What follows belongs to an exercise in optimizing a design on an open flow for small area, a short achievable clock period and few clock cycles per item; a production flow would make more cautious choices.
RTL that was checked went through simulation tests only; none was proved equivalent to the original.
Function not checked in runs 3 to 5: the RTL went through the layout flow alone.
Power is estimated from default activity; no workload was simulated.

`flow/flow/run.sh`:
```
#!/bin/bash
# Standard layout, with the smallest plain buffer on every port and a
# clock tree of mid-size buffers without dummy loads
set -o pipefail
export BUFFER_PORTS_ARGS="-buffer_cell sky130_fd_sc_hd__buf_1"
export CTS_ARGS="-sink_clustering_enable -repair_clock_nets -dont_use_dummy_load -buf_list {sky130_fd_sc_hd__clkbuf_4 sky130_fd_sc_hd__clkbuf_8}"
bash standard.sh > standard.log 2>&1
```
`flow/standard.sh`:
```
#!/bin/bash
# synth_recipe.tcl (not shown) runs the flow's synth.tcl, then flattens the netlist and writes it again
# the make line also repeats each setting of config.mk as NAME=value (left out here)
make -C /OpenROAD-flow-scripts/flow DESIGN_CONFIG=/design/flow/config.mk WORK_HOME=/design/flow/orfs CLKGATE_MAP_FILE= SYNTH_SCRIPT=/design/flow/synth_recipe.tcl "${@:-finish}"
```
`flow/config.mk`:
```
export PLATFORM = sky130hd
export DESIGN_NAME = stream_reader_top
export DESIGN_NICKNAME = stream_reader_top
export VERILOG_FILES = /design/flow/design.v
export SDC_FILE = /design/flow/constraint.sdc
export NUM_CORES = 4
export LEC_CHECK = 0
export CAP_MARGIN = 20
export CORE_MARGIN = 2
export CORE_UTILIZATION = 40
export SETUP_SLACK_MARGIN = 2.7
export SLEW_MARGIN = 20
```
`flow/constraint.sdc`:
```
create_clock -name core_clock -period 5.5 [get_ports {clk_i}]
set_input_delay 1.1000 -clock core_clock [delete_from_list [all_inputs] [get_ports {clk_i}]]
set_output_delay 1.1000 -clock core_clock [all_outputs]
set_load 0.01 [all_outputs]
```
`flow/design.v`:
```
`timescale 1ns/1ps
`default_nettype none
package mem_bus_pkg;
    localparam int unsigned ADDR_W = 32;
    localparam int unsigned BEAT_W = 64;
    localparam int unsigned WORD_W = 32;
    localparam int unsigned WORDS_PER_BEAT = BEAT_W / WORD_W;
endpackage
`default_nettype wire
`timescale 1ns/1ps
`default_nettype none
package stream_pkg;
    localparam int unsigned NODE_NUM = 4;
    localparam int unsigned LANE_FIFO_DEPTH = 8;
    localparam int unsigned MAX_OUTSTANDING = 16;
    localparam int unsigned COUNT_W = 4;
    localparam int unsigned OFFS_W = 17;
    localparam int unsigned CFG_W = 64;
    localparam int unsigned TRANS_W = NODE_NUM + 1;
endpackage
`default_nettype wire
`timescale 1ns/1ps
`default_nettype none
module stream_fifo #(
    parameter int unsigned WIDTH = 32,
    parameter int unsigned DEPTH = 8
) (
    input  logic                       clk_i,
    input  logic                       rst_ni,
    input  logic                       push_i,
    input  logic [WIDTH-1:0]           data_i,
    input  logic                       pop_i,
    output logic [WIDTH-1:0]           data_o,
    output logic                       empty_o,
    output logic                       full_o,
    output logic [$clog2(DEPTH+1)-1:0] count_o
);
    logic [WIDTH-1:0]           mem_q [DEPTH];
    logic [$clog2(DEPTH)-1:0]   wr_ptr_q;
    logic [$clog2(DEPTH)-1:0]   rd_ptr_q;
    logic [$clog2(DEPTH+1)-1:0] count_q;
    logic                       push_ok;
    logic                       pop_ok;
    assign empty_o = (count_q == '0);
    assign full_o  = (32'(count_q) == DEPTH);
    assign count_o = count_q;
    assign data_o  = mem_q[rd_ptr_q];
    assign push_ok = push_i && (!full_o || pop_i);
    assign pop_ok  = pop_i && !empty_o;
    always_ff @(posedge clk_i) begin
        if (push_ok) begin
            mem_q[wr_ptr_q] <= data_i;
        end
    end
    always_ff @(posedge clk_i or negedge rst_ni) begin
        if (!rst_ni) begin
            wr_ptr_q <= '0;
            rd_ptr_q <= '0;
            count_q  <= '0;
        end else begin
            if (push_ok) begin
                wr_ptr_q <= (32'(wr_ptr_q) == DEPTH - 1) ? '0 : wr_ptr_q + 1'b1;
            end
            if (pop_ok) begin
                rd_ptr_q <= (32'(rd_ptr_q) == DEPTH - 1) ? '0 : rd_ptr_q + 1'b1;
            end
            if (push_ok && !pop_ok) begin
                count_q <= count_q + 1'b1;
            end else if (!push_ok && pop_ok) begin
                count_q <= count_q - 1'b1;
            end
        end
    end
endmodule
`default_nettype wire
`timescale 1ns/1ps
`default_nettype none
module node_stream_lane (
    input  logic        clk_i,
    input  logic        rst_ni,
    input  logic [63:0] cfg_i,
    input  logic        active_i,
    input  logic        restart_i,
    input  logic        grant_i,
    input  logic        push_i,
    input  logic [31:0] word_i,
    output logic        req_o,
    output logic [31:0] req_addr_o,
    output logic        end_o,
    output logic [31:0] data_o,
    output logic        valid_o,
    input  logic        ready_i
);
    localparam int unsigned OFFS_W          = stream_pkg::OFFS_W;
    localparam int unsigned COUNT_W         = stream_pkg::COUNT_W;
    localparam int unsigned LANE_FIFO_DEPTH = stream_pkg::LANE_FIFO_DEPTH;
    logic [31:0]        cfg_base;
    logic [15:0]        cfg_size;
    logic [15:0]        cfg_stride;
    logic [OFFS_W-1:0]  offset_q;
    logic [COUNT_W-1:0] pending_q;
    logic [COUNT_W-1:0] fifo_count;
    logic [COUNT_W:0]   fill;
    logic               fifo_empty;
    logic               pop;
    assign cfg_base   = cfg_i[63:32];
    assign cfg_size   = cfg_i[31:16];
    assign cfg_stride = cfg_i[15:0];
    always_ff @(posedge clk_i or negedge rst_ni) begin
        if (!rst_ni) begin
            offset_q <= '0;
        end else if (restart_i) begin
            offset_q <= '0;
        end else if (grant_i) begin
            offset_q <= offset_q + {1'b0, cfg_stride};
        end
    end
    always_ff @(posedge clk_i or negedge rst_ni) begin
        if (!rst_ni) begin
            pending_q <= '0;
        end else if (grant_i && !push_i) begin
            pending_q <= pending_q + 1'b1;
        end else if (!grant_i && push_i) begin
            pending_q <= pending_q - 1'b1;
        end
    end
    assign fill  = {1'b0, fifo_count} + {1'b0, pending_q};
    assign end_o = (offset_q >= {1'b0, cfg_size});
    assign req_o      = active_i && !end_o && (32'(fill) < LANE_FIFO_DEPTH);
    assign req_addr_o = cfg_base + {{(32-OFFS_W){1'b0}}, offset_q};
    assign valid_o = !fifo_empty;
    assign pop     = valid_o && ready_i;
    stream_fifo #(
        .WIDTH (32),
        .DEPTH (LANE_FIFO_DEPTH)
    ) u_data_fifo (
        .clk_i   (clk_i),
        .rst_ni  (rst_ni),
        .push_i  (push_i),
        .data_i  (word_i),
        .pop_i   (pop),
        .data_o  (data_o),
        .empty_o (fifo_empty),
        .full_o  (),
        .count_o (fifo_count)
    );
endmodule
`default_nettype wire
`timescale 1ns/1ps
`default_nettype none
module read_issue_ctrl #(
    parameter int unsigned NODE_NUM = 4
) (
    input  logic                   clk_i,
    input  logic                   rst_ni,
    input  logic                   start_i,
    input  logic [NODE_NUM-1:0]    lane_req_i,
    input  logic [32*NODE_NUM-1:0] lane_addr_i,
    input  logic [NODE_NUM-1:0]    lane_end_i,
    input  logic                   outst_empty_i,
    input  logic                   outst_full_i,
    output logic [NODE_NUM-1:0]    grant_o,
    output logic                   active_o,
    output logic                   restart_o,
    output logic [NODE_NUM:0]      trans_o,
    output logic                   trans_push_o,
    output logic                   done_o,
    output logic [31:0]            ar_addr_o,
    output logic                   ar_valid_o,
    input  logic                   ar_ready_i
);
    logic                  run_q;
    logic                  run_d;
    logic [NODE_NUM-1:0]   rot_prev_q;
    logic [NODE_NUM-1:0]   rot_prev_d;
    logic [2*NODE_NUM-1:0] double_req;
    logic [2*NODE_NUM-1:0] double_grant;
    logic                  ar_free;
    logic                  arb_enable;
    logic                  new_trans;
    logic                  wait_q;
    logic                  wait_d;
    logic [31:0]           sel_addr;
    logic [31:0]           addr_q;
    always_comb begin
        run_d = run_q;
        if (start_i) begin
            run_d = 1'b1;
        end else if (run_q && (&lane_end_i) && outst_empty_i) begin
            run_d = 1'b0;
        end
    end
    assign active_o  = run_q;
    assign restart_o = run_q && !run_d;
    assign done_o    = !run_q;
    assign ar_free    = !wait_q || ar_ready_i;
    assign arb_enable = ar_free && !outst_full_i;
    always_comb begin
        double_req   = {lane_req_i, lane_req_i};
        double_grant = double_req & ~(double_req - {{NODE_NUM{1'b0}}, rot_prev_q});
        if (arb_enable) begin
            grant_o = double_grant[NODE_NUM-1:0] | double_grant[2*NODE_NUM-1:NODE_NUM];
        end else begin
            grant_o = '0;
        end
    end
    assign new_trans = |grant_o;
    assign rot_prev_d = new_trans ? {grant_o[NODE_NUM-2:0], grant_o[NODE_NUM-1]} : rot_prev_q;
    always_comb begin
        sel_addr = '0;
        for (int i = 0; i < NODE_NUM; i++) begin
            if (grant_o[i]) begin
                sel_addr = sel_addr | lane_addr_i[32*i +: 32];
            end
        end
    end
    assign wait_d = ar_free ? new_trans : wait_q;
    assign trans_o      = {grant_o, sel_addr[2]};
    assign trans_push_o = new_trans;
    assign ar_valid_o = wait_q;
    assign ar_addr_o  = {addr_q[31:3], 3'b000};
    always_ff @(posedge clk_i or negedge rst_ni) begin
        if (!rst_ni) begin
            run_q      <= 1'b0;
            wait_q     <= 1'b0;
            rot_prev_q <= {{(NODE_NUM-1){1'b0}}, 1'b1};
        end else begin
            run_q      <= run_d;
            wait_q     <= wait_d;
            rot_prev_q <= rot_prev_d;
        end
    end
    always_ff @(posedge clk_i) begin
        if (new_trans) begin
            addr_q <= sel_addr;
        end
    end
endmodule
`default_nettype wire
`timescale 1ns/1ps
`default_nettype none
module read_return_steer #(
    parameter int unsigned NODE_NUM        = 4,
    parameter int unsigned MAX_OUTSTANDING = 10
) (
    input  logic                clk_i,
    input  logic                rst_ni,
    input  logic [NODE_NUM:0]   trans_i,
    input  logic                trans_push_i,
    input  logic [63:0]         r_data_i,
    input  logic                r_valid_i,
    output logic                r_ready_o,
    output logic [31:0]         word_o,
    output logic [NODE_NUM-1:0] lane_push_o,
    output logic                outst_empty_o,
    output logic                outst_full_o
);
    logic [NODE_NUM:0] head;
    assign r_ready_o = 1'b1;
    assign word_o = head[0] ? r_data_i[63:32] : r_data_i[31:0];
    assign lane_push_o = r_valid_i ? head[NODE_NUM:1] : '0;
    stream_fifo #(
        .WIDTH (NODE_NUM + 1),
        .DEPTH (MAX_OUTSTANDING)
    ) u_tracker (
        .clk_i   (clk_i),
        .rst_ni  (rst_ni),
        .push_i  (trans_push_i),
        .data_i  (trans_i),
        .pop_i   (r_valid_i),
        .data_o  (head),
        .empty_o (outst_empty_o),
        .full_o  (outst_full_o),
        .count_o ()
    );
endmodule
`default_nettype wire
`timescale 1ns/1ps
`default_nettype none
module stream_reader_top (
    input  logic          clk_i,
    input  logic          rst_ni,
    input  logic          start_i,
    input  logic [255:0]  lane_cfg_i,
    output logic          done_o,
    output logic [31:0]   ar_addr_o,
    output logic          ar_valid_o,
    input  logic          ar_ready_i,
    input  logic [63:0]   r_data_i,
    input  logic          r_valid_i,
    output logic          r_ready_o,
    output logic [127:0]  data_o,
    output logic [3:0]    valid_o,
    input  logic [3:0]    ready_i
);
    localparam int unsigned NL    = stream_pkg::NODE_NUM;
    localparam int unsigned TRK_D = stream_pkg::MAX_OUTSTANDING;
    localparam int unsigned PTR_W = $clog2(TRK_D);
    logic        run_q;
    logic        issued_q;    
    logic [1:0]  nxt_q;       
    logic [31:2] addr_q;      
    logic [16:0] rem_q;       
    logic [15:2] step_q;      
    logic        s4_q;        
    logic        first_q;     
    logic        trk_empty;
    logic [31:2] nxt_base;
    logic [15:0] nxt_size;
    logic [15:2] nxt_stride;
    logic        nxt_s4;
    logic        reading;
    logic        lane_end;
    logic        lane_load;
    logic        two;
    logic        ar_take;
    logic        trk_full_q;
    logic        drained;
    always_comb begin
        nxt_base   = lane_cfg_i[64*nxt_q+34 +: 30];
        nxt_size   = lane_cfg_i[64*nxt_q+16 +: 16];
        nxt_stride = lane_cfg_i[64*nxt_q+2 +: 14];
    end
    assign nxt_s4 = (nxt_stride == 14'd1);
    assign reading   = run_q && !issued_q;
    assign lane_end  = rem_q[16];
    assign lane_load = start_i || (reading && lane_end && nxt_q != '0);
    assign two = s4_q && !addr_q[2] && (rem_q[15:2] != '0);
    logic [14:0] addr_lo_sum;
    logic [31:16] addr_hi_inc;
    logic [31:2] addr_step;
    assign addr_lo_sum = {1'b0, addr_q[15:2]} + {1'b0, step_q};
    assign addr_hi_inc = addr_q[31:16] + 1'b1;
    assign addr_step   = {addr_lo_sum[14] ? addr_hi_inc : addr_q[31:16], addr_lo_sum[13:0]};
    assign ar_valid_o = reading && !lane_end && !trk_full_q;
    assign ar_addr_o  = {addr_q[31:3], 3'b000};
    assign ar_take    = ar_valid_o && ar_ready_i;
    assign drained    = issued_q && trk_empty;
    assign done_o     = !run_q || drained;
    always_ff @(posedge clk_i or negedge rst_ni) begin
        if (!rst_ni) begin
            run_q    <= 1'b0;
            issued_q <= 1'b0;
            nxt_q    <= '0;
        end else begin
            if (start_i) begin
                run_q <= 1'b1;
            end else if (drained) begin
                run_q <= 1'b0;
            end
            if (lane_load) begin
                nxt_q    <= nxt_q + 1'b1;
                issued_q <= 1'b0;
            end else if (reading && lane_end) begin
                issued_q <= 1'b1;
            end
        end
    end
    always_ff @(posedge clk_i) begin
        if (lane_load) begin
            addr_q  <= nxt_base;
            rem_q   <= {1'b0, nxt_size} - 17'd1;
            first_q <= 1'b1;
            s4_q   <= nxt_s4;
            step_q <= nxt_s4 ? (nxt_base[2] ? 14'd1 : 14'd2) : nxt_stride;
        end else if (ar_take) begin
            addr_q  <= addr_step;
            first_q <= 1'b0;
            rem_q  <= rem_q - {1'b0, step_q, 2'b00};
            if (s4_q) begin
                step_q <= 14'd2;
            end
        end
    end
    logic [1:0]       ring_q [TRK_D];
    logic [PTR_W-1:0] wr_q;
    logic [PTR_W-1:0] rd_q;
    logic [PTR_W:0]   cnt_q;
    logic [1:0]       rl_q;       
    logic [NL-1:0]    sel_q;
    logic             half_q;
    logic             last_q;
    logic [1:0]       entry;
    logic [1:0]       load;
    logic [NL-1:0]    lane_s4;
    logic [NL-1:0]    lane_odd;
    logic [NL-1:0]    has_words;
    logic [1:0]       load_lane;
    logic [NL-1:0]    pop_sel;
    logic             take;
    logic             pop;
    logic             to_head;
    logic             from_ring;
    assign entry     = {first_q, s4_q ? two : addr_q[2]};
    assign trk_empty = (cnt_q == '0);
    assign pop_sel = last_q ? sel_q : '0;
    assign take    = r_valid_i && |(ready_i & sel_q);
    assign pop     = r_valid_i && |(ready_i & pop_sel);
    assign to_head   = ar_take && ((cnt_q == '0) || ((cnt_q == 1) && pop));
    assign from_ring = pop && (cnt_q > 1);
    assign load      = from_ring ? ring_q[rd_q] : entry;
    always_ff @(posedge clk_i) begin
        for (int l = 0; l < NL; l++) begin
            if (lane_load && nxt_q == 2'(l)) begin
                has_words[l] <= (nxt_size != '0);
                lane_s4[l]   <= nxt_s4;
            end
        end
    end
    for (genvar l = 0; l < NL; l++) begin : g_odd
        assign lane_odd[l] = lane_cfg_i[64*l+34];
    end
    always_comb begin
        load_lane = rl_q;
        if (load[1]) begin
            if (has_words[2'(rl_q + 2'd1)]) begin
                load_lane = rl_q + 2'd1;
            end else if (has_words[2'(rl_q + 2'd2)]) begin
                load_lane = rl_q + 2'd2;
            end else if (has_words[2'(rl_q + 2'd3)]) begin
                load_lane = rl_q + 2'd3;
            end
        end
    end
    always_ff @(posedge clk_i) begin
        ring_q[wr_q] <= entry;
    end
    always_ff @(posedge clk_i or negedge rst_ni) begin
        if (!rst_ni) begin
            wr_q       <= '0;
            rd_q       <= '0;
            cnt_q      <= '0;
            rl_q       <= 2'(NL - 1);
            sel_q      <= '0;
            trk_full_q <= 1'b0;
            half_q     <= 1'b0;
            last_q     <= 1'b0;
        end else begin
            if (ar_take && !to_head) begin
                wr_q <= wr_q + 1'b1;
            end
            if (from_ring) begin
                rd_q <= rd_q + 1'b1;
            end
            trk_full_q <= !pop && (trk_full_q || (ar_take && 32'(cnt_q) == TRK_D - 1));
            if (ar_take && !pop) begin
                cnt_q <= cnt_q + 1'b1;
            end else if (!ar_take && pop) begin
                cnt_q <= cnt_q - 1'b1;
            end
            if (start_i) begin
                rl_q <= 2'(NL - 1);
            end else if (to_head || from_ring) begin
                rl_q <= load_lane;
            end
            if (to_head || from_ring) begin
                for (int l = 0; l < NL; l++) begin
                    sel_q[l] <= (load_lane == 2'(l));
                end
                if (lane_s4[load_lane]) begin
                    half_q <= load[1] && lane_odd[load_lane];
                    last_q <= !load[0];
                end else begin
                    half_q <= load[0];
                    last_q <= 1'b1;
                end
            end else if (pop) begin
                sel_q  <= '0;
            end else if (take) begin
                half_q <= 1'b1;
                last_q <= 1'b1;
            end
        end
    end
    assign r_ready_o = pop;
    for (genvar l = 0; l < NL; l++) begin : g_lane
        assign valid_o[l]         = r_valid_i && sel_q[l];
        assign data_o[32*l +: 32] = half_q ? r_data_i[63:32] : r_data_i[31:0];
    end
endmodule
`default_nettype wire
```
==> results of run 1 <==
layout make-up:
cell class	count	share of cell area (%)
Multi-Input combinational cell	599	44.6
Sequential cell	127	30.7
Timing Repair Buffer	513	18.1
Tap cell	330	3.45
Clock buffer	17	1.95
Inverter	36	1.13
Antenna cell	1	0.0209
flip-flops by register name (all words and copies together) (netlist names), 2 cells and up:
register / cells
addr_q: 30
cnt_q: 5
has_words: 4
lane_s4: 4
nxt_q: 2
rd_q: 4
rem_q: 15
ring_q: 32
rl_q: 2
sel_q: 4
step_q: 14
wr_q: 4
worst max-delay path by stage:
stage / start / to / cells past startpoint
finish: addr_q[2]$_DFFE_PP_ / addr_q[28]$_DFFE_PP_ / 12
global route: addr_q[2]$_DFFE_PP_ / addr_q[29]$_DFFE_PP_ / 12
CTS: addr_q[2]$_DFFE_PP_ / addr_q[28]$_DFFE_PP_ / 12
detailed placement: addr_q[2]$_DFFE_PP_ / addr_q[21]$_DFFE_PP_ / 11
global placement: addr_q[2]$_DFFE_PP_ / addr_q[26]$_DFFE_PP_ / 11
floorplan: ready_i[0] / half_q$_DFFE_PN0P_ / 8
layout by cell type, fill, tap and decap left out, types with 15 or more instances in the layout:
cell,count
mux2_2,32
buf_4,30
edfxtp_1,100
buf_1,472
and2_1,32
dfrtp_1,20
a21oi_1,21
nand2_1,82
ha_1,43
nor2_1,48
mux4_2,65
clkbuf_8,17
inv_1,35
xor2_1,27
xnor2_1,28
o21ai_0,51
nand3_1,15
routing by layer:
layer | up-vias | routed length (µm) | track usage, %
met5 | - | 12 | 0
met4 | 2 | 456 | 5.35
met3 | 32 | 1590 | 3.61
met2 | 372 | 15400 | 38.3
met1 | 4036 | 11600 | 25.8
li1 | 3979 | - | -
cells by family (layout without fill, tap and decap cells):
kind of cell             after synthesis  count (layout)  synth area share [%]
flip-flops                           127             127                  36.3
other                                  1               4                0.0370
multiplexers                         113             113                  20.6
AND/OR/NAND/NOR                      252             252                  12.2
adder cells (fa/ha/maj)               46              46                  5.83
AO/OA/AOI/OAI                        130             130                  7.87
buffers and inverters                201             566                  12.4
XOR/XNOR                              55              55                  4.76
what timing repair did:
item                                    4_1_cts  5_1_grt
pin swaps                                     8        9
setup buffers                                15       14
gates resized for setup                      21       20
cloned                                        0        1
endpoints found under the setup margin      179       36
per-stage QoR:
step	std cells	hold WS [ns]	power (mW)
3_3_place_gp	1575	0.497	6.22
2_1_floorplan	927	0.464	5.54
6_report	1623	0.521	7.18
4_1_cts	1607	0.522	7.05
5_1_grt	1622	0.533	7.80
3_5_place_dp	1575	0.507	6.28
where the power goes:
group	internal (mW)	leakage (nW)	total [mW]	switching, mW
Combinational	2.12	2.97	4.57	2.45
Clock	0.271	0.122	0.586	0.315
Sequential	1.64	1.29	2.03	0.387
==> flow_metrics.py, run 1 <==
metrics = {
    "synthesis": {
        "yosysSeqAreaShare_pct": 36.3,
        "yosys-top-cells-count": "buf_4 (129), edfxtp_1 (100), nand2_1 (84), mux4_2 (61), o21ai_0 (55)",
        "synthFlopType": "edfxtp_1",
        "netlist_instances": 925,
        "yosysUniqueCellTypes": 64,
        "yosysTopAreaCellShare_pct": 29.7,
        "ys_seq_elements": 127,
        "postSynthAreaPerCell_um2": 10.9,
        "postSynth.asyncResetShare_pct": 20.5,
        "synth_area_leaders": "edfxtp_1 (30%), mux4_2 (14%), buf_4 (9.6%)",
        "syn_area_um2": 10100,
        "synth-edff-count": 100,
        "synth_warnings": 1,
        "synth.most_common_cell": "buf_4",
        "synth_area_leader_cell": "edfxtp_1",
    },
    "worst_hold_path": {
        "holdPathEnd": "last_q$_DFFE_PN0P_",
        "hp-class": "reg2reg",
        "hold_path_startpoint": "last_q$_DFFE_PN0P_",
        "hold_depth": 1,
    },
    "sta": {
        "skew_ns": 0.0254,
        "slew_headroom_pct": 57.8,
        "slew_viol_final": 0,
        "finalWorstSetupSlack_ns": 2.65,
        "tns_ns": 0,
        "timing.fmax_mhz": 351,
        "setup_viol": 0,
        "period_minus_slack_ns": 2.85,
        "finalHoldViolCount": 0,
        "worst_pin_slew_ns": 0.632,
        "fin_crit_sh_pct": 51.8,
        "rsz0062_at_grt": "yes",
    },
    "floorplan": {
        "die_area_um2": 26600,
        "core_area_um2": 25000,
        "io_pins": 496,
        "rows": 58,
        "start_util_pct": 40.4,
        "die_x_um": 163,
        "die_h_um": 163,
    },
    "detailed_routing": {
        "via_count": 8421,
        "detail_route.iter0.violations": 490,
        "drt_first_pass_iters": 5,
        "route.antenna.remaining_nets": 0,
        "finalWirelength_um": 29000,
        "drt-vias-per-instance": 5.19,
        "wl_per_cell_um": 17.9,
        "route.detailed.drc": 0,
    },
    "finish": {
        "final_util_pct": 47.8,
        "seq_area_um2": 3680,
        "fin_area_um2": 12000,
        "area_growth_pct": 18.3,
        "multi_input_area_um2": 5350,
        "nets": 1669,
        "drive_gt1_share_pct": 15.8,
        "fillers": 2421,
    },
    "cts": {
        "numClockSinks": 127,
        "cts_tree": "done",
        "cts_max_level": 4,
        "numCtsBuffers": 17,
        "clk_path_buf_depth": 2,
        "clkTransAtPathRegs_ns": 0.07,
        "worstSkewPairLatency_ns": 0.45,
        "ctsHoldBuffers": 0,
        "cts_root_buffer": "clkbuf_8",
    },
    "placed_design": {
        "place_area_um2": 11300,
        "port_buffers": 476,
        "routabilityCongestion": 0.864,
        "place_ws_ns": 2.06,
        "hpwl_um": 23300,
    },
    "global_route": {
        "grt_usage_pct": 21.0,
        "grt_pass1_vias": 7647,
        "grt_pass1_wl_um": 42000,
        "antenna_found_initial": 2,
        "grt_max_degree": 91,
        "gr-total-overflow": 0,
    },
    "critical_path": {
        "crit_path_start_kind": "flip-flop",
        "r2r-start": "addr_q[2]$_DFFE_PP_",
        "cpPeakStageDelay_ns": 0.40,
        "r2r_slack_ns": 2.65,
        "worstPathArrival_ns": 3.01,
        "critPathRequiredTime_ns": 5.66,
        "critPathTopFamily": "compound AO/OA/AOI/OAI gates",
        "r2r_cells": 12,
        "cp_cell_sequence": "ha_2 > inv_1 > fa_2 > nor2b_1 > o21ai_1 > a21boi_1 > o211ai_1 > a21boi_2 > nor3b_2 > or3b_4 > a22oi_2 > buf_12",
        "rr_endpoint": "addr_q[28]$_DFFE_PP_",
        "path_class": "reg2reg",
        "crit_path_end_kind": "flip-flop",
        "critPathBufInv": 2,
        "cp_max_fo": 16,
        "crit_path_top_delay_cell": "or3b_4",
    },
    "power_and_ir_drop": {
        "irDropWorstVdd_mv": 0.250,
        "p_leak_nw": 4.38,
        "p_per_area_nw_per_um2": 600,
    },
    "job": {
        "drv_cap": 0,
    },
    "status": {
        "outcome": "finished clean",
    },
}
Testbench counts, summed over its fixed seeds: cycles 28,101, words 20,790.
==> run 2, diff against run 1 <==
==> flow/flow/run.sh (replaced) <==
#!/bin/bash
# Standard layout, with the smallest plain buffer on every port and a
# clock tree of mid-size buffers without dummy loads
set -o pipefail
export BUFFER_PORTS_ARGS="-buffer_cell sky130_fd_sc_hd__buf_1"
export CTS_ARGS="-sink_clustering_enable -repair_clock_nets -dont_use_dummy_load -sink_clustering_size 30 -sink_clustering_max_diameter 100 -buf_list {sky130_fd_sc_hd__clkbuf_4 sky130_fd_sc_hd__clkbuf_8}"
bash standard.sh > standard.log 2>&1
--- a/flow/config.mk
+++ b/flow/config.mk
@@ -9,4 +9,4 @@
 export CORE_MARGIN = 2
 export CORE_UTILIZATION = 40
-export SETUP_SLACK_MARGIN = 2.7
+export SETUP_SLACK_MARGIN = 2.5
 export SLEW_MARGIN = 20
==> run 2 against run 1 <==
Against the previous run:
- worst setup slack lost 0.069 ns
- sequential share of layout area grew 0.48 points
- sequential power is essentially flat
- global-route usage shrank 0.33 points
- critical path type unchanged
- highest routed layer unchanged
==> flow_metrics.py, run 2 <==
metrics = {
    "status": {
        "outcome": "finished clean",
    },
    "critical_path": {
        "worstPathArrival_ns": 3.08,
        "critPathBufInv": 3,
        "crit_path_top_delay_cell": "or3b_4",
        "r2r_slack_ns": 2.58,
        "cp_cell_sequence": "ha_2 > inv_2 > fa_2 > nor2b_1 > o21ai_1 > a21boi_1 > o211ai_1 > a21boi_2 > nor3b_2 > or3b_4 > a22oi_2 > buf_6 > clkbuf_16",
        "cpPeakStageDelay_ns": 0.40,
        "critPathRequiredTime_ns": 5.66,
        "cp_max_fo": 8,
        "crit_path_end_kind": "flip-flop",
        "path_class": "reg2reg",
        "critPathTopFamily": "compound AO/OA/AOI/OAI gates",
        "crit_path_start_kind": "flip-flop",
    },
    "global_route": {
        "met1_usage_pct": 24.2,
        "antenna_found_initial": 1,
        "gr-total-overflow": 0,
        "grt_pass1_vias": 7708,
        "top_usage_layer": "met2",
        "grt_use_met3_pct": 3.86,
        "grt_pass1_wl_um": 41400,
        "use_met2_pct": 37.4,
        "grt_usage_pct": 20.7,
        "grt_max_degree": 91,
    },
    "synthesis": {
        "synth_warnings": 1,
        "synth.most_common_cell": "buf_4",
        "postSynth.asyncResetShare_pct": 20.5,
        "postSynthAreaPerCell_um2": 10.9,
        "yosysUniqueCellTypes": 64,
        "synth_area_leader_cell": "edfxtp_1",
        "ys_seq_elements": 127,
        "synth-edff-count": 100,
        "synth_area_leaders": "edfxtp_1 (30%), mux4_2 (14%), buf_4 (9.6%)",
        "yosys-top-cells-count": "buf_4 (129), edfxtp_1 (100), nand2_1 (84), mux4_2 (61), o21ai_0 (55)",
        "syn_area_um2": 10100,
        "netlist_instances": 925,
        "yosysTopAreaCellShare_pct": 29.7,
        "synthFlopType": "edfxtp_1",
        "yosysSeqAreaShare_pct": 36.3,
    },
    "floorplan": {
        "die_area_um2": 26600,
        "io_pins": 496,
        "core_area_um2": 25000,
        "die_h_um": 163,
        "start_util_pct": 40.4,
        "rows": 58,
        "die_x_um": 163,
    },
    "detailed_routing": {
        "route.antenna.remaining_nets": 0,
        "detail_route.iter0.violations": 385,
        "finalWirelength_um": 28600,
        "drt-vias-per-instance": 5.16,
        "route.detailed.drc": 0,
        "drt_first_pass_iters": 5,
        "via_count": 8313,
        "wl_per_cell_um": 17.8,
    },
    "finish": {
        "layout_commonest_cell": "buf_1",
        "top_register": "ring_q",
        "n_antenna_cell": 0,
        "area_growth_pct": 16.6,
        "top_regs": "ring_q (32), addr_q (30), rem_q (15)",
        "mostFrequentLayoutCells": "buf_1 (476), edfxtp_1 (100), nand2_1 (83)",
        "nets": 1658,
        "final_util_pct": 47.1,
        "drive_gt1_share_pct": 13.5,
        "largest_reg_flops": 32,
    },
    "placed_design": {
        "hpwl_um": 23500,
        "place_ws_ns": 1.99,
        "routabilityCongestion": 0.841,
        "port_buffers": 476,
    },
    "sta": {
        "tns_ns": 0,
        "finalHoldViolCount": 0,
        "slew_viol_final": 0,
        "slew_headroom_pct": 60.2,
        "setup_viol": 0,
        "rsz0062_at_grt": "yes",
        "skew_ns": 0.0210,
        "worst_pin_slew_ns": 0.596,
        "period_minus_slack_ns": 2.92,
        "fin_crit_sh_pct": 53.1,
        "finalWorstSetupSlack_ns": 2.58,
        "timing.fmax_mhz": 342,
    },
    "cts": {
        "cts_root_buffer": "clkbuf_8",
        "numCtsBuffers": 17,
        "cts_tree": "done",
        "numClockSinks": 127,
        "clkTransAtPathRegs_ns": 0.07,
        "ctsHoldBuffers": 0,
        "worstSkewPairLatency_ns": 0.44,
        "clk_path_buf_depth": 2,
        "cts_max_level": 4,
    },
    "power_and_ir_drop": {
        "p_leak_nw": 4.29,
        "p_per_area_nw_per_um2": 596,
        "irDropWorstVdd_mv": 0.219,
    },
    "worst_hold_path": {
        "hp-class": "reg2reg",
    },
    "job": {
        "drv_cap": 0,
    },
}
[run 2: where the power goes]
group          internal, mW  switching [mW]  leakage, nW  total [mW]
sequential             1.64           0.390         1.29        2.03
combinational          2.04            2.39         2.88        4.43
clock                 0.271           0.310        0.122       0.581
[run 2: timing repair]
| item | 4_1_cts | 5_1_grt |
|---|---|---|
| gates resized for setup | 8 | 13 |
| pin swaps | 4 | 6 |
| gates cloned | 0 | 1 |
| hold endpoints to repair | 0 | 0 |
| endpoints found under the setup margin | 114 | 29 |
| setup buffers | 4 | 14 |
[run 2: worst register-to-register path, delay by kind of cell, from the launching register on]
kind	cells	cell delay, ns
compound gates	5	0.81
fa+ha+maj	2	0.56
buf+inv	3	0.33
flops	1	0.37
simple gates	3	0.60
[run 2: final cells by class]
| type | count | area (µm²) |
|---|---|---|
| fill | 2439 | 13200 |
| multi-input combinational | 599 | 5270 |
| sequential | 127 | 3690 |
| timing repair buffer | 502 | 2070 |
| tap | 330 | 413 |
| clock buffer | 17 | 234 |
| inverter | 36 | 135 |
[run 2: per-layer routing]
metal,part of all wire (%),wire (µm)
met1,39,11200
met3,5.9,1700
met2,52,14800
met5,0.038,11
met4,3.3,944
[run 2: through the flow]
step                      cell area [µm²]  instances  hold slack, ns  total power [mW]
after floorplan                     10200        927           0.464              5.52
after global placement              11300       1575           0.502              6.24
after detailed placement            11300       1575           0.505              6.28
after CTS                           11600       1596           0.527              6.95
after global routing                11800       1611           0.549              7.66
final                               11800       1611           0.522              7.04
[run 2: kinds of logic (layout without fill, tap and decap cells)]
kind of cell	Yosys count	count (layout)	share of synthesized area (%)
other	1	3	0.0370
muxes	113	113	20.6
adders and majority gates	46	46	5.83
xor gates and xnor gates	55	55	4.76
AOI/OAI and AO/OA	130	130	7.87
and+or+nand+nor	252	252	12.2
buffers and inverters	201	555	12.4
DFF	127	127	36.3
[run 2: worst paths after layout]
path                                      start              endpoint  cells past startpoint
min                        sel_q[0]$_DFFE_PN0P_  sel_q[0]$_DFFE_PN0P_                      2
min in group asynchronous                rst_ni  nxt_q[1]$_DFFE_PN0N_                      2
max                         addr_q[2]$_DFFE_PP_  addr_q[22]$_DFFE_PP_                     13
max in group asynchronous                rst_ni    half_q$_DFFE_PN0P_                      2
min reg2reg                sel_q[0]$_DFFE_PN0P_  sel_q[0]$_DFFE_PN0P_                      2
max reg2reg                 addr_q[2]$_DFFE_PP_  addr_q[22]$_DFFE_PP_                     13
==> run 3, diff against run 2 <==
--- a/flow/design.v
+++ b/flow/design.v
@@ -376,5 +376,7 @@
     logic [PTR_W-1:0] wr_q;
     logic [PTR_W-1:0] rd_q;
-    logic [PTR_W:0]   cnt_q;
+    logic             head_v;
+    logic             ring_empty;
+    logic [PTR_W-1:0] ring_cnt;
     logic [1:0]       rl_q;       
     logic [NL-1:0]    sel_q;
@@ -393,10 +395,13 @@
     logic             from_ring;
     assign entry     = {first_q, s4_q ? two : addr_q[2]};
-    assign trk_empty = (cnt_q == '0);
+    assign head_v     = |sel_q;
+    assign trk_empty  = !head_v;
+    assign ring_cnt   = wr_q - rd_q;
+    assign ring_empty = (ring_cnt == '0);
     assign pop_sel = last_q ? sel_q : '0;
     assign take    = r_valid_i && |(ready_i & sel_q);
     assign pop     = r_valid_i && |(ready_i & pop_sel);
-    assign to_head   = ar_take && ((cnt_q == '0) || ((cnt_q == 1) && pop));
-    assign from_ring = pop && (cnt_q > 1);
+    assign to_head   = ar_take && (!head_v || (ring_empty && pop));
+    assign from_ring = pop && !ring_empty;
     assign load      = from_ring ? ring_q[rd_q] : entry;
     always_ff @(posedge clk_i) begin
@@ -430,5 +435,4 @@
             wr_q       <= '0;
             rd_q       <= '0;
-            cnt_q      <= '0;
             rl_q       <= 2'(NL - 1);
             sel_q      <= '0;
@@ -443,10 +447,5 @@
                 rd_q <= rd_q + 1'b1;
             end
-            trk_full_q <= !pop && (trk_full_q || (ar_take && 32'(cnt_q) == TRK_D - 1));
-            if (ar_take && !pop) begin
-                cnt_q <= cnt_q + 1'b1;
-            end else if (!ar_take && pop) begin
-                cnt_q <= cnt_q - 1'b1;
-            end
+            trk_full_q <= !pop && (trk_full_q || (ar_take && head_v && 32'(ring_cnt) == TRK_D - 2));
             if (start_i) begin
                 rl_q <= 2'(NL - 1);
==> flow/flow/run.sh (replaced) <==
#!/bin/bash
# Standard layout, with the smallest plain buffer on every port and a
# clock tree of mid-size buffers without dummy loads
set -o pipefail
export BUFFER_PORTS_ARGS="-buffer_cell sky130_fd_sc_hd__buf_1"
export CTS_ARGS="-sink_clustering_enable -repair_clock_nets -dont_use_dummy_load -buf_list {sky130_fd_sc_hd__clkbuf_4 sky130_fd_sc_hd__clkbuf_8}"
bash standard.sh > standard.log 2>&1
==> run 3 against run 2 <==
Against the previous run:
- synthesized cell count up 0.11%
- critical endpoint is now rem_q[15]$_DFFE_PP_
- count of clock-buffer cells in the layout unchanged
- non-clock buffer count up 15
==> flow_metrics.py, run 3 <==
metrics = {
    "power_and_ir_drop": {
        "clockPowerShare_pct": 7.7,
        "p_per_area_nw_per_um2": 631,
        "p_int_mw": 4.14,
        "seq_power_share_pct": 26.6,
        "p_leak_nw": 4.26,
        "comb_power_share_pct": 65.7,
        "power.switching_mw": 3.42,
        "irDropWorstVdd_mv": 0.254,
        "p_sw_share_pct": 45.3,
    },
    "cts": {
        "numCtsBuffers": 17,
        "clkTransAtPathRegs_ns": 0.06,
        "worstSkewPairLatency_ns": 0.45,
        "cts_tree": "done",
        "cts_root_buffer": "clkbuf_8",
        "clk_path_buf_depth": 2,
        "numClockSinks": 122,
        "cts_max_level": 4,
    },
    "synthesis": {
        "yosysUniqueCellTypes": 71,
        "yosysTopAreaCellShare_pct": 30.0,
        "postSynthAreaPerCell_um2": 10.8,
        "synthFlopType": "edfxtp_1",
        "synth_area_leader_cell": "edfxtp_1",
        "syn_area_um2": 10000,
        "yosys-top-cells-count": "buf_4 (128), edfxtp_1 (100), nand2_1 (82), mux4_2 (59), o21ai_0 (53)",
        "postSynth.asyncResetShare_pct": 17.2,
        "synth-edff-count": 100,
        "synth.most_common_cell": "buf_4",
        "synth_warnings": 1,
        "synth_area_leaders": "edfxtp_1 (30%), mux4_2 (13%), buf_4 (9.6%)",
        "netlist_instances": 926,
        "yosysSeqAreaShare_pct": 35.4,
        "ys_seq_elements": 122,
    },
    "finish": {
        "top_register": "ring_q",
        "drive_gt1_share_pct": 16.4,
        "top_regs": "ring_q (32), addr_q (30), rem_q (15)",
        "area_growth_pct": 19.5,
        "layout_commonest_cell": "buf_1",
        "nets": 1669,
        "largest_reg_flops": 32,
        "final_util_pct": 48.9,
        "mostFrequentLayoutCells": "buf_1 (474), edfxtp_1 (100), nand2_1 (80)",
    },
    "floorplan": {
        "core_area_um2": 24500,
        "die_x_um": 162,
        "rows": 57,
        "start_util_pct": 41.0,
        "io_pins": 496,
        "die_area_um2": 26300,
        "die_h_um": 162,
    },
    "sta": {
        "finalWorstSetupSlack_ns": 2.34,
        "timing.fmax_mhz": 316,
        "slew_headroom_pct": 52.0,
        "fin_crit_sh_pct": 57.5,
        "slew_viol_final": 0,
        "rsz0062_at_grt": "yes",
        "finalHoldViolCount": 0,
        "skew_ns": 0.0282,
        "setup_viol": 0,
        "tns_ns": 0,
        "period_minus_slack_ns": 3.16,
        "worst_pin_slew_ns": 0.718,
    },
    "global_route": {
        "grt_pass1_vias": 8157,
        "gr-total-overflow": 0,
        "antenna_found_initial": 5,
        "grt_pass1_wl_um": 46000,
        "grt_usage_pct": 23.3,
        "grt_max_degree": 60,
    },
    "critical_path": {
        "critPathLaunch": "lane_cfg_i[87]",
        "r2r-start": "nxt_q[0]$_DFFE_PN0N_",
        "path_class": "in2reg",
        "worstPathArrival_ns": 3.34,
        "critPathRequiredTime_ns": 5.68,
        "cp_max_fo": 5,
        "crit_path_start_kind": "input pin",
        "crit_path_end_kind": "flip-flop",
        "rr_endpoint": "rem_q[15]$_DFFE_PP_",
        "r2r_slack_ns": 2.38,
        "r2r_cells": 7,
    },
    "detailed_routing": {
        "route.antenna.remaining_nets": 0,
        "route.detailed.drc": 0,
        "finalWirelength_um": 31800,
        "drt-vias-per-instance": 5.24,
        "via_count": 8493,
        "wl_per_cell_um": 19.6,
        "detail_route.iter0.violations": 429,
        "drt_first_pass_iters": 4,
    },
    "placed_design": {
        "place_ws_ns": 1.71,
        "hpwl_um": 25400,
        "routabilityCongestion": 0.824,
        "port_buffers": 476,
    },
    "worst_hold_path": {
        "hp-class": "reg2reg",
        "holdPathEnd": "trk_full_q$_DFF_PN0_",
        "hold_depth": 2,
        "hold_path_startpoint": "trk_full_q$_DFF_PN0_",
    },
    "status": {
        "outcome": "finished clean",
    },
    "job": {
        "drv_cap": 0,
    },
}
==> run 3: changes by cell type after synthesis, sizes merged, moves of 4 or more <==
cell,before,now
a31oi,9,15
nor4,6,10
o31ai,3,8
or3,4,8
nor2,51,37
xor2,27,19
dfrtp,24,19
nor2b,9,17
mux4,69,64
a21oi,21,27
nor3,16,9
==> run 3: power groups by stage <==
stage | registers, mW | logic, mW | clock network [mW]
finish | 2.01 | 4.97 | 0.582
global route | 2.06 | 5.47 | 0.632
CTS | 2.03 | 4.66 | 0.601
detailed placement | 2.14 | 4.30 | 0
global placement | 2.13 | 4.25 | 0
floorplan | 1.80 | 3.79 | 0
==> run 3: metal layers <==
layer  routed length [µm]  GRT usage, %  part of all wire, %  vias up
met4                  584          6.92                  1.8        0
met1                12100          26.9                   38     4095
li1                     -             -                    -     4033
met2                17700          44.9                   56      332
met5                    0             0                    0        -
met3                 1320          2.83                  4.2       33
==> run 3: logic make-up after synthesis <==
group	after synthesis	share of synthesized area, %
flip-flops	122	35.4
multiplexers	110	19.8
AO/OA/AOI/OAI	148	9.47
AND/OR/NAND/NOR	250	12.8
adder cells (fa/ha/maj)	43	5.52
buffers and inverters	205	12.7
XOR/XNOR	47	4.25
other	1	0.0374
==> run 3: layout make-up <==
| class | count | area [µm²] |
|---|---|---|
| diodes | 3 | 7.51 |
| clock buffers | 17 | 234 |
| fillers | 2350 | 12500 |
| inverters | 38 | 148 |
| multi-input cells | 601 | 5420 |
| flip-flops and latches | 122 | 3570 |
| well taps | 324 | 405 |
| repair buffers | 517 | 2190 |
==> run 3: stage by stage <==
stage	cells	instance area (µm²)	hold WS [ns]	total power, mW
detailed placement	1567	11200	0.506	6.44
global route	1622	12000	0.568	8.17
global placement	1567	11200	0.499	6.38
CTS	1602	11700	0.523	7.29
finish	1622	12000	0.527	7.56
floorplan	928	10100	0.464	5.59
==> run 3: worst max-delay path: stages <==
cell and delay, ns:
buf_1 0.08, mux4_1 0.57, or4_1 0.44, or4b_4 0.56, nor4_4 0.23, xnor2_1 0.15
nand2_1 0.06, and3_1 0.15
==> run 3: worst max path at each step <==
stage / to / slack, ns / cells after the start
global placement: rem_q[15]$_DFFE_PP_ / 1.70 / 8
finish: rem_q[15]$_DFFE_PP_ / 2.34 / 8
CTS: rem_q[15]$_DFFE_PP_ / 2.35 / 8
floorplan: rem_q[15]$_DFFE_PP_ / 2.05 / 8
detailed placement: rem_q[15]$_DFFE_PP_ / 1.71 / 8
global route: rem_q[15]$_DFFE_PP_ / 2.25 / 8
==> run 3: repair_timing <==
action	in CTS	in global routing
setup endpoints to repair	141	64
buffers inserted	18	16
pin swaps	8	12
hold buffers	0	0
cloned	0	1
hold endpoints to repair	0	0
gates resized for setup	29	27
==> run 4, diff against run 3 <==
--- a/flow/design.v
+++ b/flow/design.v
@@ -302,4 +302,5 @@
     logic [31:2] addr_q;      
     logic [16:0] rem_q;       
+    logic        zero_q;      
     logic [15:2] step_q;      
     logic        s4_q;        
@@ -310,4 +311,7 @@
     logic [15:2] nxt_stride;
     logic        nxt_s4;
+    logic        nxt_zero;
+    logic [NL-1:0] has_words;
+    logic [NL-1:0] lane_s4;
     logic        reading;
     logic        lane_end;
@@ -322,9 +326,18 @@
         nxt_stride = lane_cfg_i[64*nxt_q+2 +: 14];
     end
-    assign nxt_s4 = (nxt_stride == 14'd1);
+    always_ff @(posedge clk_i) begin
+        if (start_i) begin
+            for (int l = 0; l < NL; l++) begin
+                has_words[l] <= |lane_cfg_i[64*l+16 +: 16];
+                lane_s4[l]   <= (lane_cfg_i[64*l+2 +: 14] == 14'd1);
+            end
+        end
+    end
+    assign nxt_s4   = start_i ? (lane_cfg_i[2 +: 14] == 14'd1) : lane_s4[nxt_q];
+    assign nxt_zero = start_i ? (lane_cfg_i[16 +: 16] == '0) : !has_words[nxt_q];
     assign reading   = run_q && !issued_q;
-    assign lane_end  = rem_q[16];
+    assign lane_end  = first_q ? zero_q : rem_q[16];
     assign lane_load = start_i || (reading && lane_end && nxt_q != '0);
-    assign two = s4_q && !addr_q[2] && (rem_q[15:2] != '0);
+    assign two = s4_q && !addr_q[2] && (first_q ? (rem_q > 17'd4) : (rem_q[15:2] != '0));
     logic [14:0] addr_lo_sum;
     logic [31:16] addr_hi_inc;
@@ -360,5 +373,6 @@
         if (lane_load) begin
             addr_q  <= nxt_base;
-            rem_q   <= {1'b0, nxt_size} - 17'd1;
+            rem_q   <= {1'b0, nxt_size};
+            zero_q  <= nxt_zero;
             first_q <= 1'b1;
             s4_q   <= nxt_s4;
@@ -367,5 +381,5 @@
             addr_q  <= addr_step;
             first_q <= 1'b0;
-            rem_q  <= rem_q - {1'b0, step_q, 2'b00};
+            rem_q  <= rem_q + ~{1'b0, step_q, 2'b00} + {16'b0, !first_q};
             if (s4_q) begin
                 step_q <= 14'd2;
@@ -385,7 +399,5 @@
     logic [1:0]       entry;
     logic [1:0]       load;
-    logic [NL-1:0]    lane_s4;
     logic [NL-1:0]    lane_odd;
-    logic [NL-1:0]    has_words;
     logic [1:0]       load_lane;
     logic [NL-1:0]    pop_sel;
@@ -405,12 +417,4 @@
     assign from_ring = pop && !ring_empty;
     assign load      = from_ring ? ring_q[rd_q] : entry;
-    always_ff @(posedge clk_i) begin
-        for (int l = 0; l < NL; l++) begin
-            if (lane_load && nxt_q == 2'(l)) begin
-                has_words[l] <= (nxt_size != '0);
-                lane_s4[l]   <= nxt_s4;
-            end
-        end
-    end
     for (genvar l = 0; l < NL; l++) begin : g_odd
         assign lane_odd[l] = lane_cfg_i[64*l+34];
==> run 4 against run 3 <==
Against the previous run:
- utilization shrank 1.2 points
- count of clock-buffer cells in the layout is the same
- worst setup slack gained 0.20 ns
- via count grew 5.9%
- still clean on timing, DRC and antenna
- sequential share of layout area grew 0.64 points
- sequential power is essentially flat
- clock skew grew 0.0016 ns
- synthesized cell count grew 1.8%
- critical path depth grew 4
- global-route usage grew 2.2 points
==> flow_metrics.py, run 4 <==
metrics = {
    "critical_path": {
        "r2r-start": "step_q[2]$_SDFFCE_PP0P_",
        "crit_path_start_kind": "flip-flop",
        "critPathBufInv": 2,
        "crit_path_top_delay_cell": "edfxtp_1",
        "crit_path_end_kind": "flip-flop",
        "cp_cell_sequence": "ha_2 > inv_2 > fa_2 > nor2b_2 > o21ai_2 > a21boi_2 > o21ai_2 > a211o_1 > a311oi_2 > o21ai_2 > a21boi_4 > clkbuf_16",
        "cp_max_fo": 8,
        "worstPathArrival_ns": 3.12,
        "cpPeakStageDelay_ns": 0.38,
        "cpMostUsedCell": "o21ai_2",
        "critPathLaunch": "step_q[2]$_SDFFCE_PP0P_",
        "critPathTopFamily": "compound AO/OA/AOI/OAI gates",
        "path_class": "reg2reg",
        "critPathRequiredTime_ns": 5.66,
    },
    "floorplan": {
        "core_area_um2": 25100,
        "die_area_um2": 26800,
        "io_pins": 496,
        "start_util_pct": 40.6,
        "die_h_um": 164,
        "rows": 58,
        "die_x_um": 164,
    },
    "synthesis": {
        "synth_compound_area_share_pct": 9.19,
        "synth_top_family_by_area": "multiplexers",
        "synth_area_leaders": "edfxtp_1 (30%), mux4_2 (15%), buf_4 (9.4%)",
        "synth_area_leader_cell": "edfxtp_1",
        "syn_area_um2": 10200,
        "synthXorXnorAreaFrac_pct": 3.66,
        "yosysSeqAreaShare_pct": 35.6,
        "synth.most_common_cell": "buf_4",
        "yosysTopAreaCellShare_pct": 30.0,
        "synthFlopType": "edfxtp_1",
        "synth_simple_gate_area_share_pct": 13.7,
        "synth-adder-area-share_pct": 5.10,
        "netlist_instances": 943,
        "synth-edff-count": 102,
        "ys_seq_elements": 125,
        "synth_warnings": 1,
        "postSynth.asyncResetShare_pct": 16.8,
        "synthMuxAreaShare_pct": 20.1,
        "yosys-top-cells-count": "buf_4 (128), edfxtp_1 (102), nand2_1 (93), mux4_2 (70), o21ai_0 (57)",
        "postSynthAreaPerCell_um2": 10.8,
        "yosysUniqueCellTypes": 75,
    },
    "sta": {
        "period_minus_slack_ns": 2.96,
        "hold_ws_ns": 0.554,
        "rsz0062_at_grt": "yes",
        "slew_headroom_pct": 41.6,
        "setup_viol": 0,
        "timing.fmax_mhz": 337,
        "tns_ns": 0,
        "finalHoldViolCount": 0,
        "skew_ns": 0.0298,
        "slew_viol_final": 0,
        "fin_crit_sh_pct": 53.9,
        "worst_pin_slew_ns": 0.876,
    },
    "job": {
        "drv_cap": 0,
    },
    "worst_hold_path": {
        "hold_path_startpoint": "rl_q[0]$_DFFE_PN1P_",
        "hp-class": "reg2reg",
    },
    "power_and_ir_drop": {
        "p_sw_share_pct": 45.1,
        "seq_power_share_pct": 27.0,
        "clockPowerShare_pct": 8.1,
        "p_leak_nw": 4.24,
        "p_int_mw": 4.07,
        "irDropWorstVdd_mv": 0.218,
        "p_total_mw": 7.40,
        "comb_power_share_pct": 64.9,
        "power.switching_mw": 3.34,
        "p_per_area_nw_per_um2": 618,
    },
    "finish": {
        "drive_gt1_share_pct": 15.9,
        "top_register": "ring_q",
        "mostFrequentLayoutCells": "buf_1 (475), edfxtp_1 (102), nand2_1 (91)",
        "nets": 1675,
        "layout_commonest_cell": "buf_1",
        "area_growth_pct": 17.6,
        "largest_reg_flops": 32,
        "top_regs": "ring_q (32), addr_q (30), rem_q (17)",
    },
    "global_route": {
        "grt_usage_pct": 25.6,
        "gr-total-overflow": 0,
        "grt_max_degree": 67,
        "grt_pass1_vias": 8378,
        "antenna_found_initial": 3,
        "grt_pass1_wl_um": 50100,
    },
    "cts": {
        "numClockSinks": 125,
        "ctsHoldBuffers": 0,
        "cts_root_buffer": "clkbuf_8",
        "worstSkewPairLatency_ns": 0.45,
        "clkTransAtPathRegs_ns": 0.07,
        "numCtsBuffers": 17,
        "cts_max_level": 4,
        "clk_path_buf_depth": 2,
        "cts_tree": "done",
    },
    "detailed_routing": {
        "wl_per_cell_um": 22.0,
        "route.detailed.drc": 0,
        "drt-vias-per-instance": 5.50,
        "route.antenna.remaining_nets": 0,
        "detail_route.iter0.violations": 733,
        "drt_first_pass_iters": 5,
        "via_count": 8992,
        "finalWirelength_um": 35900,
    },
    "placed_design": {
        "routabilityCongestion": 0.892,
        "hpwl_um": 28900,
        "port_buffers": 476,
    },
    "status": {
        "outcome": "finished clean",
    },
}
[run 4: changes by cell type in the layout (fill, tap and decap cells not counted), moves of 5 or more]
cell	change
nor4_1	+19
nand2_1	+11
and2_1	-10
nor2_1	-10
mux4_2	+9
nand4_1	+9
inv_1	+7
a31oi_1	-6
buf_4	-5
xnor2_1	-5
[run 4: worst paths after layout]
path                                              to  slack (ns)  cells after the start
worst max-delay path            addr_q[17]$_DFFE_PP_        2.54                     12
worst min-delay path             rl_q[0]$_DFFE_PN1P_        0.55                      2
worst max register to register  addr_q[17]$_DFFE_PP_        2.54                     12
worst min register to register   rl_q[0]$_DFFE_PN1P_        0.55                      2
max in group asynchronous        rl_q[1]$_DFFE_PN1P_        4.56                      2
min in group asynchronous       sel_q[2]$_DFFE_PN0P_        0.64                      2
[run 4: routing by layer]
metal	up-vias	share of wire (%)	GRT usage, %
met5	-	0.089	0
met4	4	2.1	7.38
met3	44	6.7	4.47
met2	400	53	46.4
met1	4421	38	30.9
li1	4123	-	-
[run 4: cell type report]
cell class / count / area [µm²]
clock buffer: 17 / 234
timing repair buffer: 507 / 2080
antenna: 1 / 2.50
multi-input combinational: 609 / 5430
tap: 330 / 413
sequential: 125 / 3650
inverter: 45 / 176
fill: 2420 / 13100
[run 4: worst reg2reg max path, delay by kind of cell, from the launching register on]
family                   cells  cell delay (ns)
AO/OA/AOI/OAI                7             1.39
adder cells (fa/ha/maj)      2             0.57
flip-flops                   1             0.38
buffers and inverters        2             0.23
AND/OR/NAND/NOR              1             0.13
[run 4: power groups by stage]
stage               sequential [mW]  clock (mW)  combinational [mW]
floorplan                      1.82           0                3.75
global placement               2.05           0                4.32
detailed placement             2.07           0                4.37
CTS                            1.99       0.616                4.62
global route                   2.05       0.651                5.25
finish                         2.00       0.601                4.81
[run 4: kinds of logic after synthesis]
| group | count (synthesis) |
|---|---|
| and+or+nand+nor | 269 |
| buffers and inverters | 211 |
| AOI/OAI and AO/OA | 145 |
| DFF | 125 |
| muxes | 110 |
| adders and majority gates | 41 |
| xor gates and xnor gates | 41 |
| other | 1 |
[run 4: repair_timing]
item / CTS / global route
setup endpoints to repair: 100 / 23
cloned: 0 / 1
gates resized for setup: 22 / 28
pin swaps: 3 / 14
buffers inserted: 9 / 13
[run 4: stage by stage]
stage / std cells / utilization [%] / area (µm²) / setup WS, ns
after floorplan: 945 / - / 10200 / 2.50
after global placement: 1593 / 45.3 / 11400 / 1.96
after detailed placement: 1593 / 45.3 / 11400 / 1.85
after CTS: 1619 / 46.9 / 11800 / 2.51
after global routing: 1633 / 47.7 / 12000 / 2.43
final: 1634 / 47.7 / 12000 / 2.54
==> run 5, diff against run 4 <==
--- a/flow/design.v
+++ b/flow/design.v
@@ -302,5 +302,4 @@
     logic [31:2] addr_q;      
     logic [16:0] rem_q;       
-    logic        zero_q;      
     logic [15:2] step_q;      
     logic        s4_q;        
@@ -311,7 +310,4 @@
     logic [15:2] nxt_stride;
     logic        nxt_s4;
-    logic        nxt_zero;
-    logic [NL-1:0] has_words;
-    logic [NL-1:0] lane_s4;
     logic        reading;
     logic        lane_end;
@@ -326,25 +322,13 @@
         nxt_stride = lane_cfg_i[64*nxt_q+2 +: 14];
     end
-    always_ff @(posedge clk_i) begin
-        if (start_i) begin
-            for (int l = 0; l < NL; l++) begin
-                has_words[l] <= |lane_cfg_i[64*l+16 +: 16];
-                lane_s4[l]   <= (lane_cfg_i[64*l+2 +: 14] == 14'd1);
-            end
-        end
-    end
-    assign nxt_s4   = start_i ? (lane_cfg_i[2 +: 14] == 14'd1) : lane_s4[nxt_q];
-    assign nxt_zero = start_i ? (lane_cfg_i[16 +: 16] == '0) : !has_words[nxt_q];
+    assign nxt_s4 = (nxt_stride == 14'd1);
     assign reading   = run_q && !issued_q;
-    assign lane_end  = first_q ? zero_q : rem_q[16];
+    assign lane_end  = rem_q[16];
     assign lane_load = start_i || (reading && lane_end && nxt_q != '0);
-    assign two = s4_q && !addr_q[2] && (first_q ? (rem_q > 17'd4) : (rem_q[15:2] != '0));
+    assign two = s4_q && !addr_q[2] && (rem_q[15:2] != '0);
     logic [14:0] addr_lo_sum;
-    logic [31:16] addr_hi_inc;
-    logic [31:2] addr_step;
+    logic        carry_q;
     assign addr_lo_sum = {1'b0, addr_q[15:2]} + {1'b0, step_q};
-    assign addr_hi_inc = addr_q[31:16] + 1'b1;
-    assign addr_step   = {addr_lo_sum[14] ? addr_hi_inc : addr_q[31:16], addr_lo_sum[13:0]};
-    assign ar_valid_o = reading && !lane_end && !trk_full_q;
+    assign ar_valid_o = reading && !lane_end && !trk_full_q && !carry_q;
     assign ar_addr_o  = {addr_q[31:3], 3'b000};
     assign ar_take    = ar_valid_o && ar_ready_i;
@@ -371,18 +355,21 @@
     end
     always_ff @(posedge clk_i) begin
+        carry_q <= 1'b0;
         if (lane_load) begin
             addr_q  <= nxt_base;
-            rem_q   <= {1'b0, nxt_size};
-            zero_q  <= nxt_zero;
+            rem_q   <= {1'b0, nxt_size} - 17'd1;
             first_q <= 1'b1;
             s4_q   <= nxt_s4;
             step_q <= nxt_s4 ? (nxt_base[2] ? 14'd1 : 14'd2) : nxt_stride;
         end else if (ar_take) begin
-            addr_q  <= addr_step;
+            addr_q[15:2] <= addr_lo_sum[13:0];
+            carry_q      <= addr_lo_sum[14];
             first_q <= 1'b0;
-            rem_q  <= rem_q + ~{1'b0, step_q, 2'b00} + {16'b0, !first_q};
+            rem_q  <= rem_q - {1'b0, step_q, 2'b00};
             if (s4_q) begin
                 step_q <= 14'd2;
             end
+        end else if (carry_q) begin
+            addr_q[31:16] <= addr_q[31:16] + 1'b1;
         end
     end
@@ -390,7 +377,5 @@
     logic [PTR_W-1:0] wr_q;
     logic [PTR_W-1:0] rd_q;
-    logic             head_v;
-    logic             ring_empty;
-    logic [PTR_W-1:0] ring_cnt;
+    logic [PTR_W:0]   cnt_q;
     logic [1:0]       rl_q;       
     logic [NL-1:0]    sel_q;
@@ -399,5 +384,7 @@
     logic [1:0]       entry;
     logic [1:0]       load;
+    logic [NL-1:0]    lane_s4;
     logic [NL-1:0]    lane_odd;
+    logic [NL-1:0]    has_words;
     logic [1:0]       load_lane;
     logic [NL-1:0]    pop_sel;
@@ -407,14 +394,19 @@
     logic             from_ring;
     assign entry     = {first_q, s4_q ? two : addr_q[2]};
-    assign head_v     = |sel_q;
-    assign trk_empty  = !head_v;
-    assign ring_cnt   = wr_q - rd_q;
-    assign ring_empty = (ring_cnt == '0);
+    assign trk_empty = (cnt_q == '0);
     assign pop_sel = last_q ? sel_q : '0;
     assign take    = r_valid_i && |(ready_i & sel_q);
     assign pop     = r_valid_i && |(ready_i & pop_sel);
-    assign to_head   = ar_take && (!head_v || (ring_empty && pop));
-    assign from_ring = pop && !ring_empty;
+    assign to_head   = ar_take && ((cnt_q == '0) || ((cnt_q == 1) && pop));
+    assign from_ring = pop && (cnt_q > 1);
     assign load      = from_ring ? ring_q[rd_q] : entry;
+    always_ff @(posedge clk_i) begin
+        for (int l = 0; l < NL; l++) begin
+            if (lane_load && nxt_q == 2'(l)) begin
+                has_words[l] <= (nxt_size != '0);
+                lane_s4[l]   <= nxt_s4;
+            end
+        end
+    end
     for (genvar l = 0; l < NL; l++) begin : g_odd
         assign lane_odd[l] = lane_cfg_i[64*l+34];
@@ -439,4 +431,5 @@
             wr_q       <= '0;
             rd_q       <= '0;
+            cnt_q      <= '0;
             rl_q       <= 2'(NL - 1);
             sel_q      <= '0;
@@ -451,5 +444,10 @@
                 rd_q <= rd_q + 1'b1;
             end
-            trk_full_q <= !pop && (trk_full_q || (ar_take && head_v && 32'(ring_cnt) == TRK_D - 2));
+            trk_full_q <= !pop && (trk_full_q || (ar_take && 32'(cnt_q) == TRK_D - 1));
+            if (ar_take && !pop) begin
+                cnt_q <= cnt_q + 1'b1;
+            end else if (!ar_take && pop) begin
+                cnt_q <= cnt_q - 1'b1;
+            end
             if (start_i) begin
                 rl_q <= 2'(NL - 1);
--- a/flow/config.mk
+++ b/flow/config.mk
@@ -9,4 +9,4 @@
 export CORE_MARGIN = 2
 export CORE_UTILIZATION = 40
-export SETUP_SLACK_MARGIN = 2.5
+export SETUP_SLACK_MARGIN = 2.7
 export SLEW_MARGIN = 20
==> run 5 against run 4 <==
Against the previous run:
- clock power decreased by 3%
- routed wire length decreased by 18%
- count of clock-buffer cells in the layout unchanged
- worst hold slack got worse by 0.022 ns
- utilization increased by 0.74 points
==> flow_metrics.py, run 5 <==
metrics = {
    "synthesis": {
        "synthFlopType": "edfxtp_1",
        "synth.most_common_cell": "buf_4",
        "yosysTopAreaCellShare_pct": 29.0,
        "yosysSeqAreaShare_pct": 35.7,
        "postSynth.asyncResetShare_pct": 20.3,
        "netlist_instances": 951,
        "syn_area_um2": 10300,
        "postSynthAreaPerCell_um2": 10.9,
        "ys_seq_elements": 128,
        "yosys-top-cells-count": "buf_4 (128), edfxtp_1 (100), nand2_1 (80), mux4_2 (69), o21ai_0 (57)",
        "synth_area_leader_cell": "edfxtp_1",
        "yosysUniqueCellTypes": 71,
        "synth-edff-count": 100,
        "synth_warnings": 1,
        "synth_area_leaders": "edfxtp_1 (29%), mux4_2 (15%), buf_4 (9.3%)",
    },
    "sta": {
        "rsz0062_at_grt": "yes",
        "finalWorstSetupSlack_ns": 2.64,
        "skew_ns": 0.0292,
        "slew_viol_final": 0,
        "setup_viol": 0,
        "timing.fmax_mhz": 350,
        "worst_pin_slew_ns": 0.810,
        "hold_ws_ns": 0.532,
        "finalHoldViolCount": 0,
        "period_minus_slack_ns": 2.86,
        "tns_ns": 0,
        "slew_headroom_pct": 45.9,
        "fin_crit_sh_pct": 51.9,
    },
    "global_route": {
        "grt_pass1_wl_um": 42400,
        "antenna_found_initial": 0,
        "grt_pass1_vias": 7922,
        "grt_max_degree": 61,
        "gr-total-overflow": 0,
        "grt_usage_pct": 20.6,
    },
    "critical_path": {
        "cpPeakStageDelay_ns": 0.20,
        "cp_max_fo": 2,
        "crit_path_end_kind": "primary output",
        "crit_path_top_delay_cell": "a22oi_2",
        "worstPathArrival_ns": 1.76,
        "critPathBufInv": 2,
        "crit_path_start_kind": "input pin",
        "path_class": "in2out",
        "cp_cell_sequence": "buf_1 > a22oi_2 > a21boi_4 > and2_4 > buf_6",
        "critPathRequiredTime_ns": 4.40,
        "critPathTopFamily": "compound AO/OA/AOI/OAI gates",
    },
    "finish": {
        "mostFrequentLayoutCells": "buf_1 (473), edfxtp_1 (100), nand2_1 (79)",
        "top_regs": "ring_q (32), addr_q (30), rem_q (15)",
        "nets": 1703,
        "top_register": "ring_q",
        "largest_reg_flops": 32,
        "drive_gt1_share_pct": 16.4,
        "n_antenna_cell": 0,
        "layout_commonest_cell": "buf_1",
        "area_growth_pct": 18.3,
    },
    "cts": {
        "ctsHoldBuffers": 0,
        "numCtsBuffers": 17,
        "cts_root_buffer": "clkbuf_8",
        "numClockSinks": 128,
        "cts_tree": "done",
        "cts_max_level": 4,
        "worstSkewPairLatency_ns": 0.45,
        "clk_path_buf_depth": 2,
        "clkTransAtPathRegs_ns": 0.06,
    },
    "power_and_ir_drop": {
        "comb_power_share_pct": 64.7,
        "seq_power_share_pct": 27.5,
        "irDropWorstVdd_mv": 0.245,
        "p_int_mw": 4.17,
        "power.switching_mw": 3.28,
        "p_per_area_nw_per_um2": 608,
        "p_leak_nw": 4.44,
        "clockPowerShare_pct": 7.8,
        "p_sw_share_pct": 44.0,
    },
    "detailed_routing": {
        "route.detailed.drc": 0,
        "finalWirelength_um": 29500,
        "route.antenna.remaining_nets": 0,
        "detail_route.iter0.violations": 492,
        "drt-vias-per-instance": 5.19,
        "drt_first_pass_iters": 5,
        "wl_per_cell_um": 17.8,
        "via_count": 8588,
    },
    "job": {
        "drv_cap": 0,
    },
    "floorplan": {
        "core_area_um2": 25300,
        "io_pins": 496,
        "rows": 58,
        "start_util_pct": 41.0,
        "die_area_um2": 27200,
        "die_h_um": 165,
        "die_x_um": 165,
    },
    "placed_design": {
        "place_ws_ns": 1.97,
        "hpwl_um": 23500,
        "routabilityCongestion": 0.806,
        "port_buffers": 476,
    },
    "status": {
        "outcome": "finished clean",
    },
    "worst_hold_path": {
        "hp-class": "reg2reg",
    },
}
[run 5: cell count changes in the layout (fill, tap and decap cells not counted), sizes merged, moves of 6 or more]
cell | previous run | this run
mux2i | 3 | 9
nor2b | 19 | 10
xor2 | 18 | 25
nand2 | 93 | 80
and2 | 22 | 31
nor4 | 27 | 7
inv | 45 | 36
buf | 505 | 521
nor2 | 26 | 50
xnor2 | 22 | 35
[run 5: final timing paths]
| check | startpoint | endpoint | depth (start not counted) | slack (ns) |
|---|---|---|---|---|
| max | ready_i[2] | r_ready_o | 5 | 2.64 |
| min in group asynchronous | rst_ni | cnt_q[3]$_DFFE_PN0P_ | 2 | 0.65 |
| min | sel_q[0]$_DFFE_PN0P_ | sel_q[0]$_DFFE_PN0P_ | 2 | 0.53 |
| max reg2reg | nxt_q[0]$_DFFE_PN0N_ | rem_q[11]$_DFFE_PP_ | 10 | 2.78 |
| max in group asynchronous | rst_ni | rl_q[0]$_DFFE_PN1P_ | 2 | 4.52 |
| min reg2reg | sel_q[0]$_DFFE_PN0P_ | sel_q[0]$_DFFE_PN0P_ | 2 | 0.53 |
[run 5: cell type report]
type,count,area (µm²)
clock buffers,17,234
fillers,2385,13000
inverters,37,141
multi-input cells,620,5490
flip-flops and latches,128,3700
well taps,330,413
repair buffers,524,2260
[run 5: worst reg2reg max path, delay by kind of cell (launching register included)]
kind | cells | cell delay [ns]
buf+inv | 3 | 0.46
mux | 1 | 0.47
flops | 1 | 0.49
simple gates | 4 | 0.77
compound gates | 2 | 0.25
[run 5: stage by stage]
step | power, mW | instances | util [%] | cell area, µm²
after CTS | 7.23 | 1632 | 47.3 | 11900
after detailed placement | 6.45 | 1598 | 45.5 | 11500
after global routing | 8.09 | 1656 | 48.5 | 12200
after global placement | 6.38 | 1598 | 45.5 | 11500
final | 7.44 | 1656 | 48.5 | 12200
after floorplan | 5.69 | 953 | - | 10400
[run 5: power by group through the flow]
stage               clock (mW)  sequential (mW)  combinational [mW]
finish                   0.581             2.05                4.81
global route             0.632             2.12                5.34
CTS                      0.598             2.06                4.57
detailed placement           0             2.12                4.34
global placement             0             2.11                4.27
floorplan                    0             1.86                3.83
[run 5: logic make-up (layout without fill, tap and decap cells)]
kind of cell	after synthesis	after routing	synth area share [%]
AO/OA/AOI/OAI	143	143	8.57
XOR/XNOR	60	60	5.08
adder cells (fa/ha/maj)	46	46	5.71
buffers and inverters	205	578	12.4
flip-flops	128	128	35.7
multiplexers	117	117	20.3
other	1	3	0.0362
AND/OR/NAND/NOR	251	251	12.2
[run 5: timing repair]
item | 4_1_cts | 5_1_grt
pin swaps | 6 | 11
buffers inserted | 17 | 23
gates cloned | 0 | 1
resized for setup | 23 | 28
setup endpoints to repair | 216 | 56
[run 5: routing by layer]
layer | part of all wire, % | track usage, % | vias up
li1 | - | - | 4083
met1 | 39 | 25.2 | 4087
met2 | 52 | 36.4 | 376
met3 | 5.3 | 3.39 | 42
met4 | 3.3 | 7.87 | 0
met5 | 0 | 0 | -

static timing again, ports no longer ideal:
The flow's constraints put no driver on any port. The routed layouts listed below were extracted and timed again, unchanged, in two steps. Step 1, drivers: a clkbuf_16 drives clk_i and a buf_2 each remaining input, both assumed. Step 2 also shifts input and output timing later by t, the mid clock arrival at the registers, as if the neighbouring blocks saw the same clock. Three values: no drivers, after step 1, after step 2; two values: the first two.
run | shift t [ns] | setup WS [ns]
run 1 | 0.485 | 2.649 / 2.629 / 2.245
run 2 | 0.475 | 2.580 / 2.559 / 2.179
run 3 | 0.473 | 2.337 / 2.352 / 1.880
run 4 | 0.479 | 2.537 / 2.537 / 2.279
run 5 | 0.466 | 2.643 / 2.614 / 2.316
After both steps every run listed still meets setup and hold.
